Source: an optimization exercise on an open RTL-to-GDS flow (aim: small area, a short achievable clock period and few clock cycles). Production flows keep margins and buffers that such runs may drop.
The RTL was checked by simulation tests, not by an equivalence proof against the original design.
Power is estimated from default activity; no workload was simulated.

$ cat flow/run.sh
#!/bin/bash
# synth_recipe.tcl (not shown) runs the flow's synth.tcl, then flattens the netlist and writes it again
# the make line also repeats each setting of config.mk as NAME=value (left out here)
make -C /OpenROAD-flow-scripts/flow DESIGN_CONFIG=/design/flow/config.mk WORK_HOME=/design/flow/orfs CLKGATE_MAP_FILE= SYNTH_SCRIPT=/design/flow/synth_recipe.tcl finish
$ cat flow/config.mk
export PLATFORM = sky130hd
export DESIGN_NAME = raster_top
export DESIGN_NICKNAME = raster_top
export VERILOG_FILES = /design/flow/design.v
export SDC_FILE = /design/flow/constraint.sdc
export NUM_CORES = 8
export LEC_CHECK = 0
export ABC_CLOCK_PERIOD_IN_PS = 180000
export CAP_MARGIN = 20
export CELL_PAD_IN_SITES_DETAIL_PLACEMENT = 1
export CELL_PAD_IN_SITES_GLOBAL_PLACEMENT = 2
export CORE_MARGIN = 2
export CORE_UTILIZATION = 35
export GPL_ROUTABILITY_DRIVEN = 1
export SLEW_MARGIN = 20
$ cat flow/constraint.sdc
create_clock -name core_clock -period 220.0 [get_ports {clk_i}]
set_input_delay 44.0000 -clock core_clock [delete_from_list [all_inputs] [get_ports {clk_i}]]
set_output_delay 44.0000 -clock core_clock [all_outputs]
set_load 0.01 [all_outputs]
$ cat flow/design.v
package raster_pkg;
    typedef logic signed [32-1:0] fix_t;
    typedef logic [$clog2(320 > 240 ? 320 : 240)-1:0] coord_t;
    typedef logic [$clog2(8 + 1)-1:0] count_t;
    typedef logic [6-1:0] addr_t;
    localparam fix_t FIX_ONE = fix_t'(1) <<< 16;
    localparam addr_t REG_CTRL     = 6'h00;
    localparam addr_t REG_STATUS   = 6'h04;
    localparam addr_t REG_V0X      = 6'h08;
    localparam addr_t REG_V0Y      = 6'h0C;
    localparam addr_t REG_V1X      = 6'h10;
    localparam addr_t REG_V1Y      = 6'h14;
    localparam addr_t REG_V2X      = 6'h18;
    localparam addr_t REG_V2Y      = 6'h1C;
    localparam addr_t REG_FRAG_POS = 6'h20;
    localparam addr_t REG_FRAG_L0  = 6'h24;
    localparam addr_t REG_FRAG_L1  = 6'h28;
    localparam addr_t REG_FRAG_L2  = 6'h2C;
    localparam addr_t REG_FRAG_POP = 6'h30;
endpackage
`timescale 1ns/1ps
module bary_pipe (
    input  logic                clk_i,
    input  logic                nrst_i,
    input  logic                run_i,
    input  logic                continue_i,
    output logic                ready_o,
    input  raster_pkg::coord_t  posx_i,
    input  raster_pkg::coord_t  posy_i,
    input  raster_pkg::fix_t    v0x_i,
    input  raster_pkg::fix_t    v0y_i,
    input  raster_pkg::fix_t    v1x_i,
    input  raster_pkg::fix_t    v1y_i,
    input  raster_pkg::fix_t    v2x_i,
    input  raster_pkg::fix_t    v2y_i,
    output raster_pkg::fix_t    l0_o,
    output raster_pkg::fix_t    l1_o,
    output raster_pkg::fix_t    l2_o
);
    localparam logic [4:0] ST_IDLE  = 5'd0;
    localparam logic [4:0] ST_SET8  = 5'd8;
    localparam logic [4:0] ST_AWAIT = 5'd9;
    localparam logic [4:0] ST_RUN1  = 5'd10;
    localparam logic [4:0] ST_RUN9  = 5'd18;
    logic [4:0] state;
    logic [4:0] state_nxt;
    raster_pkg::fix_t s_a, s_b, a_a, a_b, m_a, m_b;
    raster_pkg::fix_t sub_y, add_y, mul_y;
    raster_pkg::fix_t y1my2, x0mx2, x2mx1, y2my0;
    raster_pkg::fix_t y1py0, y2py1;
    raster_pkg::fix_t temp1, temp2;
    raster_pkg::fix_t det, inv_det;
    raster_pkg::fix_t px_fix, py_fix;
    function automatic logic signed [32-1:0] fmul(raster_pkg::fix_t a, raster_pkg::fix_t b);
        logic signed [2*32-1:0] p;
        p = a * b;
        fmul = p[16 +: 32];
    endfunction
    function automatic logic signed [32-1:0] frecip(raster_pkg::fix_t d);
        logic signed [2*32-1:0] one_sq;
        logic signed [2*32-1:0] q;
        one_sq = '0;
        one_sq[2*16] = 1'b1;
        q = one_sq / d;
        frecip = (d == '0) ? '0 : q[32-1:0];  
    endfunction
    assign sub_y  = s_a - s_b;
    assign add_y  = a_a + a_b;
    assign mul_y  = fmul(m_a, m_b);
    assign px_fix = {{(32-$bits(posx_i)){1'b0}}, posx_i} << 16;
    assign py_fix = {{(32-$bits(posy_i)){1'b0}}, posy_i} << 16;
    always_comb begin
        state_nxt = state;
        case (state)
            ST_IDLE:  if (run_i) state_nxt = ST_IDLE + 5'd1;
            ST_AWAIT: begin
                if (run_i) state_nxt = ST_IDLE + 5'd1;
                else if (continue_i) state_nxt = ST_RUN1;
            end
            ST_SET8:  state_nxt = (add_y < 0) ? ST_AWAIT : ST_IDLE;
            ST_RUN9:  state_nxt = ST_AWAIT;
            default:  state_nxt = state + 5'd1;
        endcase
    end
    always_ff @(posedge clk_i or negedge nrst_i) begin
        if (!nrst_i) state <= ST_IDLE;
        else state <= state_nxt;
    end
    always_ff @(posedge clk_i) begin
        case (state)
            ST_IDLE, ST_AWAIT: begin
                if (run_i) begin
                    s_a <= v1y_i;
                    s_b <= v2y_i;
                    a_a <= v1y_i;
                    a_b <= v0y_i;
                end else if (state == ST_AWAIT && continue_i) begin
                    s_a <= px_fix;
                    s_b <= v2x_i;
                    temp1 <= py_fix;
                end
            end
            5'd1: begin
                y1my2 <= sub_y;
                y1py0 <= add_y;
                s_a <= v0x_i;
                s_b <= v2x_i;
                a_a <= v2y_i;
                a_b <= v1y_i;
            end
            5'd2: begin
                x0mx2 <= sub_y;
                y2py1 <= add_y;
                s_a <= v2x_i;
                s_b <= v1x_i;
                a_a <= v0y_i;
                a_b <= v2y_i;
                m_a <= y1my2;
                m_b <= sub_y;
            end
            5'd3: begin
                x2mx1 <= sub_y;
                temp1 <= mul_y;  
                s_a <= v0y_i;
                s_b <= v2y_i;
                m_a <= x0mx2;
                m_b <= add_y;    
            end
            5'd4: begin
                temp2 <= mul_y;
                s_a <= v1x_i;
                s_b <= v0x_i;
                m_a <= x2mx1;
                m_b <= sub_y;
            end
            5'd5: begin
                a_a <= temp1;
                a_b <= mul_y;
                s_a <= v2y_i;
                s_b <= v0y_i;
                m_a <= sub_y;
                m_b <= y1py0;
            end
            5'd6: begin
                y2my0 <= sub_y;
                det <= add_y;
                a_a <= temp2;
                a_b <= mul_y;
                m_a <= x2mx1;
                m_b <= y2py1;
            end
            5'd7: begin
                inv_det <= frecip(det);
                a_a <= add_y;
                a_b <= mul_y;
            end
            ST_RUN1: begin
                temp1 <= sub_y;  
                s_a <= temp1;
                s_b <= v2y_i;
                m_a <= y1my2;
                m_b <= sub_y;
            end
            5'd11: begin
                temp2 <= sub_y;  
                a_a <= mul_y;
                m_a <= x2mx1;
                m_b <= sub_y;
            end
            5'd12: begin
                a_b <= mul_y;
                m_a <= y2my0;
                m_b <= temp1;
            end
            5'd13: begin
                a_a <= mul_y;
                m_a <= add_y;
                m_b <= inv_det;
            end
            5'd14: begin
                l0_o <= mul_y;
                m_a <= x0mx2;
                m_b <= temp2;
            end
            5'd15: a_b <= mul_y;
            5'd16: begin
                m_a <= add_y;
                m_b <= inv_det;
                s_a <= raster_pkg::FIX_ONE;
                s_b <= l0_o;
            end
            5'd17: begin
                l1_o <= mul_y;
                s_a <= sub_y;
                s_b <= mul_y;
            end
            ST_RUN9: l2_o <= sub_y;
            default: ;
        endcase
    end
    assign ready_o = (state == ST_AWAIT);
endmodule
`timescale 1ns/1ps
module raster_scan (
    input  logic                clk_i,
    input  logic                nrst_i,
    input  logic                start_i,
    input  raster_pkg::fix_t    v0x_i,
    input  raster_pkg::fix_t    v0y_i,
    input  raster_pkg::fix_t    v1x_i,
    input  raster_pkg::fix_t    v1y_i,
    input  raster_pkg::fix_t    v2x_i,
    input  raster_pkg::fix_t    v2y_i,
    output logic                busy_o,
    output logic                culled_o,
    output logic                run_o,
    output logic                cont_o,
    output raster_pkg::coord_t  pos_x_o,
    output raster_pkg::coord_t  pos_y_o,
    input  logic                bary_ready_i,
    input  raster_pkg::fix_t    l0_i,
    input  raster_pkg::fix_t    l1_i,
    input  raster_pkg::fix_t    l2_i,
    input  logic                full_i,
    output logic                push_o,
    output raster_pkg::coord_t  frag_x_o,
    output raster_pkg::coord_t  frag_y_o,
    output raster_pkg::fix_t    frag_l0_o,
    output raster_pkg::fix_t    frag_l1_o,
    output raster_pkg::fix_t    frag_l2_o
);
    localparam logic [1:0] S_IDLE  = 2'd0;
    localparam logic [1:0] S_SETUP = 2'd1;
    localparam logic [1:0] S_RUN   = 2'd2;
    localparam logic [3:0] SETUP_CYCLES = 4'd9;
    localparam int CW = $clog2(320 > 240 ? 320 : 240);
    logic [1:0] state;
    logic [3:0] cnt;
    raster_pkg::coord_t bb_x0, bb_x1, bb_y0, bb_y1;
    raster_pkg::coord_t bx0, bx1, by0, by1;
    raster_pkg::coord_t cur_x, cur_y;
    logic last_q, covered, first, step;
    function automatic logic signed [32-1:0] min3(raster_pkg::fix_t a, raster_pkg::fix_t b, raster_pkg::fix_t c);
        raster_pkg::fix_t m;
        m = (a < b) ? a : b;
        min3 = (c < m) ? c : m;
    endfunction
    function automatic logic signed [32-1:0] max3(raster_pkg::fix_t a, raster_pkg::fix_t b, raster_pkg::fix_t c);
        raster_pkg::fix_t m;
        m = (a > b) ? a : b;
        max3 = (c > m) ? c : m;
    endfunction
    function automatic logic [CW-1:0] to_pix(raster_pkg::fix_t v, int lim);
        raster_pkg::fix_t ip;
        raster_pkg::fix_t lm1;
        ip = v >>> 16;
        lm1 = lim - 1;
        to_pix = (ip < 0) ? '0 : (ip > lm1) ? lm1[CW-1:0] : ip[CW-1:0];
    endfunction
    assign bb_x0 = to_pix(min3(v0x_i, v1x_i, v2x_i), 320);
    assign bb_x1 = to_pix(max3(v0x_i, v1x_i, v2x_i), 320);
    assign bb_y0 = to_pix(min3(v0y_i, v1y_i, v2y_i), 240);
    assign bb_y1 = to_pix(max3(v0y_i, v1y_i, v2y_i), 240);
    assign covered = (l0_i >= 0) && (l1_i >= 0) && (l2_i >= 0);
    assign first   = (state == S_SETUP) && (cnt == '0) && bary_ready_i;
    assign step    = (state == S_RUN) && bary_ready_i && !(covered && full_i);  
    assign run_o   = (state == S_IDLE) && start_i;
    assign cont_o  = first || (step && !last_q);
    assign push_o  = step && covered;
    assign busy_o  = (state != S_IDLE);
    assign pos_x_o = cur_x;
    assign pos_y_o = cur_y;
    assign frag_l0_o = l0_i;
    assign frag_l1_o = l1_i;
    assign frag_l2_o = l2_i;
    always_ff @(posedge clk_i or negedge nrst_i) begin
        if (!nrst_i) begin
            state <= S_IDLE;
            cnt <= '0;
            culled_o <= 1'b0;
        end else begin
            case (state)
                S_IDLE: if (start_i) begin
                    state <= S_SETUP;
                    cnt <= SETUP_CYCLES - 4'd1;
                    culled_o <= 1'b0;
                end
                S_SETUP: begin
                    if (cnt != '0) cnt <= cnt - 4'd1;
                    else if (bary_ready_i) state <= S_RUN;
                    else begin
                        culled_o <= 1'b1;  
                        state <= S_IDLE;
                    end
                end
                S_RUN: if (step && last_q) state <= S_IDLE;
                default: state <= S_IDLE;
            endcase
        end
    end
    always_ff @(posedge clk_i) begin
        if (run_o) begin
            bx0 <= bb_x0;
            bx1 <= bb_x1;
            by0 <= bb_y0;
            by1 <= bb_y1;
            cur_x <= bb_x0;
            cur_y <= bb_y0;
        end
        if (cont_o) begin
            frag_x_o <= cur_x;  
            frag_y_o <= cur_y;
            last_q <= (cur_x == bx1) && (cur_y == by1);
            if (cur_x == bx1) begin
                cur_x <= bx0;
                cur_y <= cur_y + 1'b1;
            end else begin
                cur_x <= cur_x + 1'b1;
            end
        end
    end
endmodule
`timescale 1ns/1ps
module frag_fifo (
    input  logic                clk_i,
    input  logic                nrst_i,
    input  logic                push_i,
    input  raster_pkg::coord_t  x_i,
    input  raster_pkg::coord_t  y_i,
    input  raster_pkg::fix_t    l0_i,
    input  raster_pkg::fix_t    l1_i,
    input  raster_pkg::fix_t    l2_i,
    input  logic                pop_i,
    output raster_pkg::coord_t  x_o,
    output raster_pkg::coord_t  y_o,
    output raster_pkg::fix_t    l0_o,
    output raster_pkg::fix_t    l1_o,
    output raster_pkg::fix_t    l2_o,
    output raster_pkg::count_t  count_o,
    output logic                full_o,
    output logic                empty_o
);
    localparam int AW = $clog2(8);
    localparam logic [AW-1:0] LAST = AW'(8 - 1);
    raster_pkg::coord_t mem_x [8];
    raster_pkg::coord_t mem_y [8];
    raster_pkg::fix_t mem_l0 [8];
    raster_pkg::fix_t mem_l1 [8];
    raster_pkg::fix_t mem_l2 [8];
    logic [AW-1:0] wr_ptr, rd_ptr;
    always_ff @(posedge clk_i or negedge nrst_i) begin
        if (!nrst_i) begin
            wr_ptr <= '0;
            rd_ptr <= '0;
            count_o <= '0;
        end else begin
            if (push_i) wr_ptr <= (wr_ptr == LAST) ? '0 : wr_ptr + 1'b1;
            if (pop_i) rd_ptr <= (rd_ptr == LAST) ? '0 : rd_ptr + 1'b1;
            if (push_i && !pop_i) count_o <= count_o + 1'b1;
            else if (pop_i && !push_i) count_o <= count_o - 1'b1;
        end
    end
    always_ff @(posedge clk_i) begin
        if (push_i) begin
            mem_x[wr_ptr] <= x_i;
            mem_y[wr_ptr] <= y_i;
            mem_l0[wr_ptr] <= l0_i;
            mem_l1[wr_ptr] <= l1_i;
            mem_l2[wr_ptr] <= l2_i;
        end
    end
    assign x_o = mem_x[rd_ptr];
    assign y_o = mem_y[rd_ptr];
    assign l0_o = mem_l0[rd_ptr];
    assign l1_o = mem_l1[rd_ptr];
    assign l2_o = mem_l2[rd_ptr];
    assign full_o = (count_o == 8);
    assign empty_o = (count_o == '0);
endmodule
`timescale 1ns/1ps
module raster_regs (
    input  logic                clk_i,
    input  logic                nrst_i,
    input  raster_pkg::addr_t   s_awaddr_i,
    input  logic                s_awvalid_i,
    output logic                s_awready_o,
    input  logic [31:0]         s_wdata_i,
    input  logic                s_wvalid_i,
    output logic                s_wready_o,
    output logic                s_bvalid_o,
    input  logic                s_bready_i,
    input  raster_pkg::addr_t   s_araddr_i,
    input  logic                s_arvalid_i,
    output logic                s_arready_o,
    output logic [31:0]         s_rdata_o,
    output logic                s_rvalid_o,
    input  logic                s_rready_i,
    output logic                start_o,
    output raster_pkg::fix_t    v0x_o,
    output raster_pkg::fix_t    v0y_o,
    output raster_pkg::fix_t    v1x_o,
    output raster_pkg::fix_t    v1y_o,
    output raster_pkg::fix_t    v2x_o,
    output raster_pkg::fix_t    v2y_o,
    input  logic                busy_i,
    input  logic                culled_i,
    input  raster_pkg::coord_t  frag_x_i,
    input  raster_pkg::coord_t  frag_y_i,
    input  raster_pkg::fix_t    frag_l0_i,
    input  raster_pkg::fix_t    frag_l1_i,
    input  raster_pkg::fix_t    frag_l2_i,
    input  raster_pkg::count_t  count_i,
    input  logic                empty_i,
    output logic                pop_o
);
    logic wr_en, rd_en;
    logic [31:0] rd_mux;
    assign wr_en = s_awvalid_i && s_wvalid_i && !s_bvalid_o;
    assign rd_en = s_arvalid_i && !s_rvalid_o;
    assign s_awready_o = wr_en;
    assign s_wready_o = wr_en;
    assign s_arready_o = rd_en;
    always_comb begin
        rd_mux = '0;
        case (s_araddr_i)
            raster_pkg::REG_STATUS: begin
                rd_mux[0] = busy_i;
                rd_mux[1] = culled_i;
                rd_mux[8 +: $bits(count_i)] = count_i;
            end
            raster_pkg::REG_V0X:      rd_mux = v0x_o;
            raster_pkg::REG_V0Y:      rd_mux = v0y_o;
            raster_pkg::REG_V1X:      rd_mux = v1x_o;
            raster_pkg::REG_V1Y:      rd_mux = v1y_o;
            raster_pkg::REG_V2X:      rd_mux = v2x_o;
            raster_pkg::REG_V2Y:      rd_mux = v2y_o;
            raster_pkg::REG_FRAG_POS: begin
                rd_mux[0 +: $bits(frag_x_i)] = frag_x_i;
                rd_mux[16 +: $bits(frag_x_i)] = frag_y_i;
                rd_mux[31] = !empty_i;  
            end
            raster_pkg::REG_FRAG_L0:  rd_mux = frag_l0_i;
            raster_pkg::REG_FRAG_L1:  rd_mux = frag_l1_i;
            raster_pkg::REG_FRAG_L2:  rd_mux = frag_l2_i;
            default:      rd_mux = '0;
        endcase
    end
    always_ff @(posedge clk_i or negedge nrst_i) begin
        if (!nrst_i) begin
            s_bvalid_o <= 1'b0;
            s_rvalid_o <= 1'b0;
            start_o <= 1'b0;
            pop_o <= 1'b0;
        end else begin
            if (wr_en) s_bvalid_o <= 1'b1;
            else if (s_bready_i) s_bvalid_o <= 1'b0;
            if (rd_en) s_rvalid_o <= 1'b1;
            else if (s_rready_i) s_rvalid_o <= 1'b0;
            start_o <= wr_en && (s_awaddr_i == raster_pkg::REG_CTRL) && s_wdata_i[0];
            pop_o <= wr_en && (s_awaddr_i == raster_pkg::REG_FRAG_POP) && !empty_i;  
        end
    end
    always_ff @(posedge clk_i) begin
        if (rd_en) s_rdata_o <= rd_mux;
        if (wr_en) begin
            case (s_awaddr_i)
                raster_pkg::REG_V0X: v0x_o <= s_wdata_i;
                raster_pkg::REG_V0Y: v0y_o <= s_wdata_i;
                raster_pkg::REG_V1X: v1x_o <= s_wdata_i;
                raster_pkg::REG_V1Y: v1y_o <= s_wdata_i;
                raster_pkg::REG_V2X: v2x_o <= s_wdata_i;
                raster_pkg::REG_V2Y: v2y_o <= s_wdata_i;
                default: ;
            endcase
        end
    end
endmodule
`timescale 1ns/1ps
module raster_top (
    input  logic                clk_i,
    input  logic                nrst_i,
    input  raster_pkg::addr_t   s_awaddr_i,
    input  logic                s_awvalid_i,
    output logic                s_awready_o,
    input  logic [31:0]         s_wdata_i,
    input  logic                s_wvalid_i,
    output logic                s_wready_o,
    output logic                s_bvalid_o,
    input  logic                s_bready_i,
    input  raster_pkg::addr_t   s_araddr_i,
    input  logic                s_arvalid_i,
    output logic                s_arready_o,
    output logic [31:0]         s_rdata_o,
    output logic                s_rvalid_o,
    input  logic                s_rready_i
);
    logic start, busy, culled, run, cont, bary_ready, push, pop, full, empty;
    raster_pkg::fix_t v0x, v0y, v1x, v1y, v2x, v2y;
    raster_pkg::fix_t l0, l1, l2, fl0, fl1, fl2, hl0, hl1, hl2;
    raster_pkg::coord_t pos_x, pos_y, fx, fy, hx, hy;
    raster_pkg::count_t count;
    raster_regs u_regs (
        .clk_i, .nrst_i, .s_awaddr_i, .s_awvalid_i, .s_awready_o, .s_wdata_i,
        .s_wvalid_i, .s_wready_o, .s_bvalid_o, .s_bready_i, .s_araddr_i,
        .s_arvalid_i, .s_arready_o, .s_rdata_o, .s_rvalid_o, .s_rready_i,
        .start_o(start), .v0x_o(v0x), .v0y_o(v0y), .v1x_o(v1x), .v1y_o(v1y),
        .v2x_o(v2x), .v2y_o(v2y), .busy_i(busy), .culled_i(culled),
        .frag_x_i(hx), .frag_y_i(hy), .frag_l0_i(hl0), .frag_l1_i(hl1),
        .frag_l2_i(hl2), .count_i(count), .empty_i(empty), .pop_o(pop)
    );
    raster_scan u_scan (
        .clk_i, .nrst_i, .start_i(start),
        .v0x_i(v0x), .v0y_i(v0y), .v1x_i(v1x), .v1y_i(v1y), .v2x_i(v2x), .v2y_i(v2y),
        .busy_o(busy), .culled_o(culled), .run_o(run), .cont_o(cont),
        .pos_x_o(pos_x), .pos_y_o(pos_y), .bary_ready_i(bary_ready),
        .l0_i(l0), .l1_i(l1), .l2_i(l2), .full_i(full), .push_o(push),
        .frag_x_o(fx), .frag_y_o(fy), .frag_l0_o(fl0), .frag_l1_o(fl1), .frag_l2_o(fl2)
    );
    bary_pipe u_bary (
        .clk_i, .nrst_i, .run_i(run), .continue_i(cont), .ready_o(bary_ready),
        .posx_i(pos_x), .posy_i(pos_y),
        .v0x_i(v0x), .v0y_i(v0y), .v1x_i(v1x), .v1y_i(v1y), .v2x_i(v2x), .v2y_i(v2y),
        .l0_o(l0), .l1_o(l1), .l2_o(l2)
    );
    frag_fifo u_fifo (
        .clk_i, .nrst_i, .push_i(push),
        .x_i(fx), .y_i(fy), .l0_i(fl0), .l1_i(fl1), .l2_i(fl2), .pop_i(pop),
        .x_o(hx), .y_o(hy), .l0_o(hl0), .l1_o(hl1), .l2_o(hl2),
        .count_o(count), .full_o(full), .empty_o(empty)
    );
endmodule
==> impl_metrics.ini <==
[hold_path]
worstHoldPathCells = 0
hold_path.class = flop to flop
holdPathEnd = u_fifo.mem_l2[2][15]$_DFFE_PP_
holdCritStartpoint = u_bary.l2_o[15]$_DFFE_PP_

[cts]
cts_buffer_depth = 4
clock_latency_ns = 0.95
h-tree-depth = 4
cts_inserted_buffers = 200
clk_pin_slew_ns = 0.07
cts_tree = built
clock-sinks = 1834
root_buffer = clkbuf_16

[job]
cap_violations = 0

[global_routing]
track_usage = 0.374
grt_pass1_vias = 243636
grt_overflow_total = 0
grt_max_degree = 159
antenna_found_initial = 142
grt_pass1_wl_um = 1900000

[critical_path]
cp.arrival_ns = 211.28
cp_top_family = compound AO/OA/AOI/OAI gates
reg2regPathDepth = 790
worstSetupPathType = flop to flop
required_ns = 220.59
cp_max_fo = 57
cpMostUsedCell = buf_4
endpoint_kind = flop
r2r_slack_ns = 9.31
slowest_delay_ns = 0.83
start_kind = flop
critPathSlowestCell = a21oi_1
crit_start = u_bary.det[3]$_DFFE_PN_
timing.rr.end = u_bary.inv_det[28]$_SDFFCE_PN0P_
cp-endpoint = u_bary.inv_det[28]$_SDFFCE_PN0P_
cp_num_buf_inv = 101
cp.depth = 894
rr_startpoint = u_bary.det[3]$_DFFE_PN_

[logic_synthesis]
synth_edf_count = 1799
synth_warnings = 4
synth_area_mm2 = 0.243
synthDistinctLibCells = 132
syn_avg_cell_area_um2 = 8.37
netlist_top_cells_count = 3516 x nand2_1, 2448 x ha_1, 2440 x nor2_1
netlist_instances = 29027
synthTopCellsByArea = edfxtp_1 22%, ha_1 13%, fa_1 6.9%
yosysTopAreaCellShare = 0.222
ys_dominant_reg_cell = edfxtp_1
ys_seq_area_frac = 0.226
synth.most_common_cell = nand2_1
synth_seq_cells = 1834
async_reset_ff_frac = 0.0142
synth_top_area_cell = edfxtp_1

[sta]
slew_viol_final = 0
relSlewSlack = 0.154
hold_viol = 0
final.min_clock_period_ns = 210.69
skew_ns = 0.158
hold_slack_ns = 0.495
finalSetupViolations = 0
period_share = 0.958
worst_pin_slew_ns = 1.26
fmax_mhz = 4.75

[die]
start_util = 0.351
fp.dieW_um = 837
num_io_pins = 88
die_area_mm2 = 0.701
coreArea_mm2 = 0.693
rows = 306
die_h_um = 837

[power_and_ir_drop]
pg_seq_mw = 2.51
p_sw_mw = 30.4
p_per_area_mw_per_mm2 = 160
pwr-share-seq = 0.058
p_comb_frac = 0.934
peakVddDrop_uv = 1810
p_int_mw = 13.1
finalPower_mw = 43.5
maxPowerGroup = combinational cells
leakagePower_nw = 122
clock_power_uw = 339
p_comb_mw = 40.6
swShare = 0.699
clock_power_share = 0.008

[detailed_routing]
postRouteAntennaNets = 0
wl_per_cell_um = 34.8
first_iter_violations = 26299
drt_first_pass_iters = 9
vias_per_cell = 6.27
drc = 0
routed_wl_um = 1360000
vias = 246147

[cells_and_area]
drive_gt1_frac = 0.0861
syn2layout_area_growth_pct = 11.5
postLayoutCellArea_mm2 = 0.271
nNetsFinal = 33114

[placed_design]
io_buffer_count = 87
dp_hpwl_um = 1080000
placed_cell_area_mm2 = 0.262
gp_congestion = 1.03

[status]
status = timing/DRC/antenna clean
## metal layers
layer / track usage / routed length, um
met5: 0 / 348
met1: 0.510 / 590000
met4: 0.164 / 72600
met2: 0.575 / 589000
met3: 0.0707 / 112000
## layout by cell type, fill, tap and decap left out, types with 530 or more instances in the layout
cell,n
a21o_1,1099
a21oi_1,2153
buf_4,983
conb_1,530
edfxtp_1,1799
fa_1,841
ha_1,2448
inv_1,1828
nand2_1,3490
nand3_1,643
nor2_1,2371
o21a_1,541
o21ai_0,1459
xnor2_1,1136
xor2_1,609
## metrics by stage
stage	cells	setup WS, ns	setup TNS (ns)	util
finish	39244	9.31	0	0.391
global route	39181	-0.114	-0.554	0.391
CTS	39125	0.122	0	0.389
detailed placement	38756	-12.99	-393.65	0.379
global placement	38743	-17.10	-525.85	0.378
floorplan	29555	17.25	0	-
## registers in the layout (all words and copies together) (netlist names), 72 cells and up
signal	flops
u_fifo.mem_l1	256
u_fifo.mem_x	72
u_fifo.mem_l0	256
u_fifo.mem_y	72
u_fifo.mem_l2	256
## timing repair
action | 4_1_cts | 5_1_grt
gates resized for setup | 93 | 209
hold buffers | 0 | 0
setup endpoints to repair | 32 | 32
pin swaps | 9 | 21
buffers inserted | 10 | 37
cloned | 4 | 3
## cells by family (layout without fill, tap and decap cells)
logic type,after synthesis,count (layout),share of synthesized area
AND/OR/NAND/NOR,9514,9515,0.181
AO/OA/AOI/OAI,8935,8941,0.245
adder cells (fa/ha/maj),3289,3289,0.195
buffers and inverters,2953,3318,0.0468
flip-flops,1834,1834,0.226
XOR/XNOR,1810,1810,0.0653
multiplexers,690,690,0.0411
other,2,607,0.0000309
## final cells by class
type                            instances  area, um2
Sequential cell                      1834      54900
Clock buffer                          236       5250
Tap cell                             9240      11600
Inverter                             1844       6950
Multi-Input combinational cell      24775     182000
Timing Repair Buffer                 1119       9050
Clock inverter                        119       1150
Antenna cell                           77        193
Fill cell                           81660     422000
Testbench counts, summed over its fixed seeds: cycles 92,500.

[static timing again, ports no longer ideal]
The results above use ideal ports. As a check the final layout listed here was re-extracted and re-timed, cells and wires unchanged.
Step 1 assumes that a clkbuf_16 drives the clock port and a buf_2 every other input.
Step 2, shift: input delay + t, output delay - t, t = (earliest + latest rising clock arrival at the registers) / 2. This alone moves slack from input paths to output paths.
Three values: ideal, step 1, step 2; two values: the first two.
t (ns): 0.955
setup slack, ns: 9.309 / 9.309 / 9.309
latest minus earliest clock arrival (ns): 0.164 / 0.163
worst register clock-pin slew, ns: 0.08 / 0.08
worst data-port slew with drivers (ns): 0.20
After both steps setup and hold are still met in this run. The setup slack of this run moves by 0.000 ns with the drivers and by 0.000 ns with both steps.
